This design comes from an exercise in tuning for small area on the open sky130 flow, not from production work. Function was checked by simulation only, so behaviour that the tests miss may differ from the original. The flow treats the clock pin as an ideal source, which a real chip does not have. Power is estimated from default activity; no workload was simulated.

north:
Design multi_adc_processing, start of the top module:
module multi_adc_processing
#(
   parameter int          N_CH           = 3,
   parameter int          DATA_W         = 16,
   parameter int          DEPTH          = 16,
   parameter int unsigned SCALING_FACTOR = 310866,
   parameter int          SCALE_W        = 20,
   parameter int          SHIFT_FACTOR   = 19,
   parameter int unsigned OFFSET         = 0
) (
   input  logic                   clk,
   input  logic                   reset,
   input  logic [N_CH-1:0]        sample_valid,
   input  logic [N_CH*DATA_W-1:0] sample_data,
   input  logic                   clear_overrun,
   output logic [N_CH*DATA_W-1:0] ave_data,
   output logic [N_CH*DATA_W-1:0] scaled_data,
   output logic [N_CH-1:0]        update_valid,
   output logic [N_CH-1:0]        primed,
   output logic [N_CH-1:0]        overrun
);
Size in the first run: roughly 1500 cells after synthesis.
Settings: LEC_CHECK=0, CAP_MARGIN=20, CORE_MARGIN=2, CORE_UTILIZATION=45, PLACE_DENSITY=0.85, SLEW_MARGIN=20; clock period 10.0 ns.
standard.sh (not shown) runs the stock make flow with config.mk's settings and CLKGATE_MAP_FILE= SYNTH_SCRIPT=/design/flow/synth_recipe.tcl, a recipe that flattens the netlist after the stock synthesis.
==> flow/flow/run.sh <==
#!/bin/bash
# Layout: the standard flow (standard.sh), with these changes:
#  - after the standard synthesis, flow/polfix.py re-balances inverter polarity
#    around the full adders (fa(~a,~b,~c) = ~fa(a,b,c)), leaving every register
#    and all logic functions as synthesis made them, with fewer inverters;
#  - buffer_ports gives every input and output port the smallest buffer, buf_1;
#  - clock_tree_synthesis uses clkbuf_8, clusters up to 20 sinks within 70 um
#    per leaf buffer, and adds no dummy loads.
# Each step's full output goes to its own log in the work folder (synth.log,
# polfix.log, standard.log); ORFS's own step logs are under orfs/logs/.
set -euo pipefail
export BUFFER_PORTS_ARGS="-buffer_cell sky130_fd_sc_hd__buf_1"
export CTS_ARGS="-sink_clustering_enable -repair_clock_nets -sink_clustering_size 20 -sink_clustering_max_diameter 70 -buf_list sky130_fd_sc_hd__clkbuf_8 -dont_use_dummy_load"
bash standard.sh synth > synth.log 2>&1
R=orfs/results/${FLOW_PLATFORM}/multi_adc_processing/base
if python3 flow/polfix.py "$R/1_2_yosys.v" "$R/1_2_yosys_pol.v" > polfix.log 2>&1; then
   cp "$R/1_2_yosys.v" "$R/1_2_yosys_std.v"
   # newer than 1_synth.odb, so make reloads the netlist before floorplan
   cp "$R/1_2_yosys_pol.v" "$R/1_2_yosys.v"
fi
bash standard.sh > standard.log 2>&1
==> flow/flow/polfix.py <==
#!/usr/bin/env python3
"""Re-balance inverter polarity around full adders in a Yosys netlist.

sky130's full adder is self-dual: fa(~a, ~b, ~c) = (~sum, ~cout). Synthesis leaves
inverters between full adders that cancel once some adders are read in the other
polarity. This script removes the netlist's plain inverters (inv_*), picks for
each full adder whether to use it inverted so that fewest inverters are needed,
and puts back one inverter per net that still needs its complement.

usage: polfix.py IN.v OUT.v
"""
import re, sys, collections, random

src = open(sys.argv[1]).read()
OUT = {'X', 'Y', 'Q', 'Q_N', 'SUM', 'COUT', 'HI', 'LO'}
inst_re = re.compile(r'^(\s*)(sky130_fd_sc_hd__(\w+))\s+(\S+)\s*\((.*?)\);\n', re.S | re.M)
pin_re = re.compile(r'\.(\w+)\(([^()]*)\)')

m_ports = re.search(r'module\s+\w+\s*\(([^)]*)\)', src)
ports = {p.strip() for p in m_ports.group(1).split(',')}

def base(n):
    n = n.strip()
    if n.startswith('\\'):
        n = n[1:]
    return re.sub(r'\s*\[\d+\]$', '', n).strip()

cells = []          # (name, type, [(pin, net)])
for m in inst_re.finditer(src):
    pins = [(p, n.strip()) for p, n in pin_re.findall(m.group(5))]
    cells.append((m.group(4), m.group(3), pins))

drv = {}
for name, typ, pins in cells:
    for p, n in pins:
        if p in OUT:
            drv[n] = name
ctype = {name: typ for name, typ, _ in cells}
cpins = {name: dict(pins) for name, typ, pins in cells}

def is_port(n):
    return base(n) in ports

elig = {name for name, typ, pins in cells
        if typ.startswith('inv_') and not is_port(cpins[name]['Y'])}

def root(n):
    par = 0
    while n in drv and drv[n] in elig:
        n = cpins[drv[n]]['A']
        par ^= 1
    return n, par

edges = []          # (root net, consumer cell, pin, parity)
for name, typ, pins in cells:
    if name in elig:
        continue
    for p, n in pins:
        if p in OUT or p == 'CLK':
            continue
        r, par = root(n)
        edges.append((r, name, p, par))

fas = [name for name, typ, pins in cells if typ.startswith('fa_')
       and not any(is_port(n) for p, n in pins if p in OUT)]
flip = {}
by_cell = collections.defaultdict(list)
for e in edges:
    by_cell[e[1]].append(e)
    d = drv.get(e[0])
    if d:
        by_cell[d].append(e)

def need(r):
    # does net r need an inverted copy?
    return any(par ^ flip.get(c, 0) ^ flip.get(drv.get(r), 0)
               for (rr, c, p, par) in by_root[r])
by_root = collections.defaultdict(list)
for e in edges:
    by_root[e[0]].append(e)

def local_cost(f):
    nets = {e[0] for e in by_cell[f]}
    return sum(1 for r in nets if need(r))

def descend(order):
    improved = True
    while improved:
        improved = False
        for f in order:
            before = local_cost(f)
            flip[f] = 1 - flip.get(f, 0)
            if local_cost(f) < before:
                improved = True
            else:
                flip[f] = 1 - flip.get(f, 0)

def total():
    return sum(1 for r in by_root if need(r))

# local search from the synthesized polarity, then from fixed-seed random starts
rng = random.Random(1)
descend(fas)
best, best_flip = total(), dict(flip)
for trial in range(40):
    flip.clear()
    for f in fas:
        if rng.random() < 0.5:
            flip[f] = 1
    order = list(fas)
    rng.shuffle(order)
    descend(order)
    t = total()
    if t < best:
        best, best_flip = t, dict(flip)
flip.clear()
flip.update(best_flip)

# rebuild
invnet = {}
newcells = []
def inv_of(r):
    if r not in invnet:
        k = len(invnet)
        invnet[r] = f'polinv_{k}_y'
        ra = r + ' ' if r.startswith('\\') else r
        newcells.append(f'  sky130_fd_sc_hd__inv_1 polinv_{k} (\n    .A({ra}),\n    .Y(polinv_{k}_y)\n  );\n')
    return invnet[r]

conn = {}
for r, c, p, par in edges:
    if par ^ flip.get(c, 0) ^ flip.get(drv.get(r), 0):
        conn[(c, p)] = inv_of(r)
    else:
        conn[(c, p)] = r

def rewrite(m):
    name = m.group(4)
    if name in elig:
        return ''
    body = m.group(5)
    def rp(pm):
        key = (name, pm.group(1))
        if key in conn:
            n = conn[key]
            return f'.{pm.group(1)}({n} )' if n.startswith('\\') else f'.{pm.group(1)}({n})'
        return pm.group(0)
    return m.group(1) + m.group(2) + ' ' + name + ' (' + pin_re.sub(rp, body) + ');\n'

out = inst_re.sub(rewrite, src)
decl = ''.join(f'  wire {w};\n' for w in invnet.values())
out = out.replace('\nendmodule', '\n' + decl + ''.join(newcells) + 'endmodule', 1)
open(sys.argv[2], 'w').write(out)
sys.stderr.write(f'inverters: {len([c for c in cells if c[1].startswith("inv_")])} -> '
                 f'{len(invnet) + len([c for c in cells if c[1].startswith("inv_")]) - len(elig)}, '
                 f'full adders used inverted: {sum(flip.values())}\n')
north closes out successfully: all stages finished, all timing, DRC and antenna checks passed.
> inputs changed (north -> south)
- a change of PLACE_DENSITY from 0.85 to 0.6
-- flow/flow/polfix.py --
<<< north, line 10
usage: polfix.py IN.v OUT.v
"""
import re, sys, collections, random

src = open(sys.argv[1]).read()
>>> south, line 10
usage: polfix.py IN.v OUT.v
"""
import re, sys, collections

src = open(sys.argv[1]).read()
<<< north, line 84
    return sum(1 for r in nets if need(r))

def descend(order):
    improved = True
    while improved:
        improved = False
        for f in order:
            before = local_cost(f)
            flip[f] = 1 - flip.get(f, 0)
            if local_cost(f) < before:
                improved = True
            else:
                flip[f] = 1 - flip.get(f, 0)

def total():
    return sum(1 for r in by_root if need(r))

# local search from the synthesized polarity, then from fixed-seed random starts
rng = random.Random(1)
descend(fas)
best, best_flip = total(), dict(flip)
for trial in range(40):
    flip.clear()
    for f in fas:
        if rng.random() < 0.5:
            flip[f] = 1
    order = list(fas)
    rng.shuffle(order)
    descend(order)
    t = total()
    if t < best:
        best, best_flip = t, dict(flip)
flip.clear()
flip.update(best_flip)

# rebuild
>>> south, line 84
    return sum(1 for r in nets if need(r))

improved = True
while improved:
    improved = False
    for f in fas:
        before = local_cost(f)
        flip[f] = 1 - flip.get(f, 0)
        if local_cost(f) < before:
            improved = True
        else:
            flip[f] = 1 - flip.get(f, 0)

# rebuild
==> comparison <==
- Going from north to south, combinational share of power has decreased; layout buffering overhead excluding clock cells ~0 delta; share of the core filled with cells was more or less identical; routed wire length shows an increase of about 0.8%.
Inputs modified between south and east:
- a change of PLACE_DENSITY from 0.6 to 0.75
==> flow/flow/run.sh <==
#!/bin/bash
# Layout: the standard flow (standard.sh), with these changes:
#  - after the standard synthesis, flow/polfix.py re-balances inverter polarity
#    around the full adders (fa(~a,~b,~c) = ~fa(a,b,c)), leaving every register
#    and all logic functions as synthesis made them, with fewer inverters;
#  - buffer_ports gives every input and output port the smallest buffer, buf_1;
#  - clock_tree_synthesis uses clkbuf_8, clusters up to 18 sinks within 65 um
#    per leaf buffer, and adds no dummy loads.
# Each step's full output goes to its own log in the work folder (synth.log,
# polfix.log, standard.log); ORFS's own step logs are under orfs/logs/.
set -euo pipefail
export BUFFER_PORTS_ARGS="-buffer_cell sky130_fd_sc_hd__buf_1"
export CTS_ARGS="-sink_clustering_enable -repair_clock_nets -sink_clustering_size 18 -sink_clustering_max_diameter 65 -buf_list sky130_fd_sc_hd__clkbuf_8 -dont_use_dummy_load"
bash standard.sh synth > synth.log 2>&1
R=orfs/results/${FLOW_PLATFORM}/multi_adc_processing/base
if python3 flow/polfix.py "$R/1_2_yosys.v" "$R/1_2_yosys_pol.v" > polfix.log 2>&1; then
   cp "$R/1_2_yosys.v" "$R/1_2_yosys_std.v"
   # newer than 1_synth.odb, so make reloads the netlist before floorplan
   cp "$R/1_2_yosys_pol.v" "$R/1_2_yosys.v"
fi
bash standard.sh > standard.log 2>&1
-- flow/flow/polfix.py --
<<< south, line 10
usage: polfix.py IN.v OUT.v
"""
import re, sys, collections

src = open(sys.argv[1]).read()
>>> east, line 10
usage: polfix.py IN.v OUT.v
"""
import re, sys, collections, random

src = open(sys.argv[1]).read()
<<< south, line 84
    return sum(1 for r in nets if need(r))

improved = True
while improved:
    improved = False
    for f in fas:
        before = local_cost(f)
        flip[f] = 1 - flip.get(f, 0)
        if local_cost(f) < before:
            improved = True
        else:
            flip[f] = 1 - flip.get(f, 0)

# rebuild
>>> east, line 84
    return sum(1 for r in nets if need(r))

def descend(order):
    improved = True
    while improved:
        improved = False
        for f in order:
            before = local_cost(f)
            flip[f] = 1 - flip.get(f, 0)
            if local_cost(f) < before:
                improved = True
            else:
                flip[f] = 1 - flip.get(f, 0)

def total():
    return sum(1 for r in by_root if need(r))

# local search from the synthesized polarity, then from fixed-seed random starts
rng = random.Random(1)
descend(fas)
best, best_flip = total(), dict(flip)
for trial in range(40):
    flip.clear()
    for f in fas:
        if rng.random() < 0.5:
            flip[f] = 1
    order = list(fas)
    rng.shuffle(order)
    descend(order)
    t = total()
    if t < best:
        best, best_flip = t, dict(flip)
flip.clear()
flip.update(best_flip)

# rebuild
==> summary.txt <==
- The lower total placed instance area came out of east.
- Delta (east minus south): count of buffers not belonging to the clock network in the layout down 16; half-perimeter wire length after placement moved down; final routed wirelength across all metal layers saw a decrease.
Here is what was changed in the inputs of west compared with east.
- GPL_TIMING_DRIVEN: unset -> 0
- PLACE_DENSITY: 0.75 -> 0.6
- GPL_ROUTABILITY_DRIVEN: unset -> 0
==> flow/flow/run.sh <==
#!/bin/bash
# Layout: the standard flow (standard.sh), with these changes:
#  - after the standard synthesis, flow/polfix.py re-balances inverter polarity
#    around the full adders (fa(~a,~b,~c) = ~fa(a,b,c)), leaving every register
#    and all logic functions as synthesis made them, with fewer inverters;
#  - buffer_ports gives every input and output port the smallest buffer, buf_1;
#  - clock_tree_synthesis uses clkbuf_8, clusters up to 20 sinks within 70 um
#    per leaf buffer, and adds no dummy loads.
# Each step's full output goes to its own log in the work folder (synth.log,
# polfix.log, standard.log); ORFS's own step logs are under orfs/logs/.
set -euo pipefail
export BUFFER_PORTS_ARGS="-buffer_cell sky130_fd_sc_hd__buf_1"
export CTS_ARGS="-sink_clustering_enable -repair_clock_nets -sink_clustering_size 20 -sink_clustering_max_diameter 70 -buf_list sky130_fd_sc_hd__clkbuf_8 -dont_use_dummy_load"
bash standard.sh synth > synth.log 2>&1
R=orfs/results/${FLOW_PLATFORM}/multi_adc_processing/base
if python3 flow/polfix.py "$R/1_2_yosys.v" "$R/1_2_yosys_pol.v" > polfix.log 2>&1; then
   cp "$R/1_2_yosys.v" "$R/1_2_yosys_std.v"
   # newer than 1_synth.odb, so make reloads the netlist before floorplan
   cp "$R/1_2_yosys_pol.v" "$R/1_2_yosys.v"
fi
bash standard.sh > standard.log 2>&1
-- flow/flow/polfix.py --
<<< east, line 10
usage: polfix.py IN.v OUT.v
"""
import re, sys, collections, random

src = open(sys.argv[1]).read()
>>> west, line 10
usage: polfix.py IN.v OUT.v
"""
import re, sys, collections

src = open(sys.argv[1]).read()
<<< east, line 84
    return sum(1 for r in nets if need(r))

def descend(order):
    improved = True
    while improved:
        improved = False
        for f in order:
            before = local_cost(f)
            flip[f] = 1 - flip.get(f, 0)
            if local_cost(f) < before:
                improved = True
            else:
                flip[f] = 1 - flip.get(f, 0)

def total():
    return sum(1 for r in by_root if need(r))

# local search from the synthesized polarity, then from fixed-seed random starts
rng = random.Random(1)
descend(fas)
best, best_flip = total(), dict(flip)
for trial in range(40):
    flip.clear()
    for f in fas:
        if rng.random() < 0.5:
            flip[f] = 1
    order = list(fas)
    rng.shuffle(order)
    descend(order)
    t = total()
    if t < best:
        best, best_flip = t, dict(flip)
flip.clear()
flip.update(best_flip)

# rebuild
>>> west, line 84
    return sum(1 for r in nets if need(r))

improved = True
while improved:
    improved = False
    for f in fas:
        before = local_cost(f)
        flip[f] = 1 - flip.get(f, 0)
        if local_cost(f) < before:
            improved = True
        else:
            flip[f] = 1 - flip.get(f, 0)

# rebuild
## What came out
- Changes observed in west relative to east: number of nets in the finished design went up 52, power density over cell area went down about 5.3%, register-to-register slack held.
- Delta (west minus east): via density per instance now sits at about the same level, global-route wire length before repair increased by 2800 um relative to the old numbers, worst slack after detailed placement has decreased.

afterwards: timing with drivers on the ports:
How much do the figures lean on ideal ports? The routed layouts below were timed once more, with nothing changed but the port constraints.
Step 1, drivers: a clkbuf_16 drives clk and a buf_2 each remaining input, both assumed.
Step 2 also shifts input and output timing later by t, the mid clock arrival at the registers, as if the neighbouring blocks saw the same clock.
Slacks: ideal / step 1 / step 2; pairs: ideal / step 1.
| run | t (ns) | setup slack, ns | worst setup path after step 2 | worst slew at a driven data input, ns | cell pins on the clock port's net |
|---|---|---|---|---|---|
| north | 0.724 | 0.416 / 0.416 / 0.416 | register to register | 0.04 | 1 |
| south | 0.746 | 0.440 / 0.440 / 0.440 | register to register | 0.04 | 1 |
| east | 0.690 | 0.391 / 0.391 / 0.391 | register to register | 0.04 | 1 |
| west | 0.724 | 0.401 / 0.401 / 0.401 | register to register | 0.05 | 1 |
After both steps every run listed still meets setup and hold.
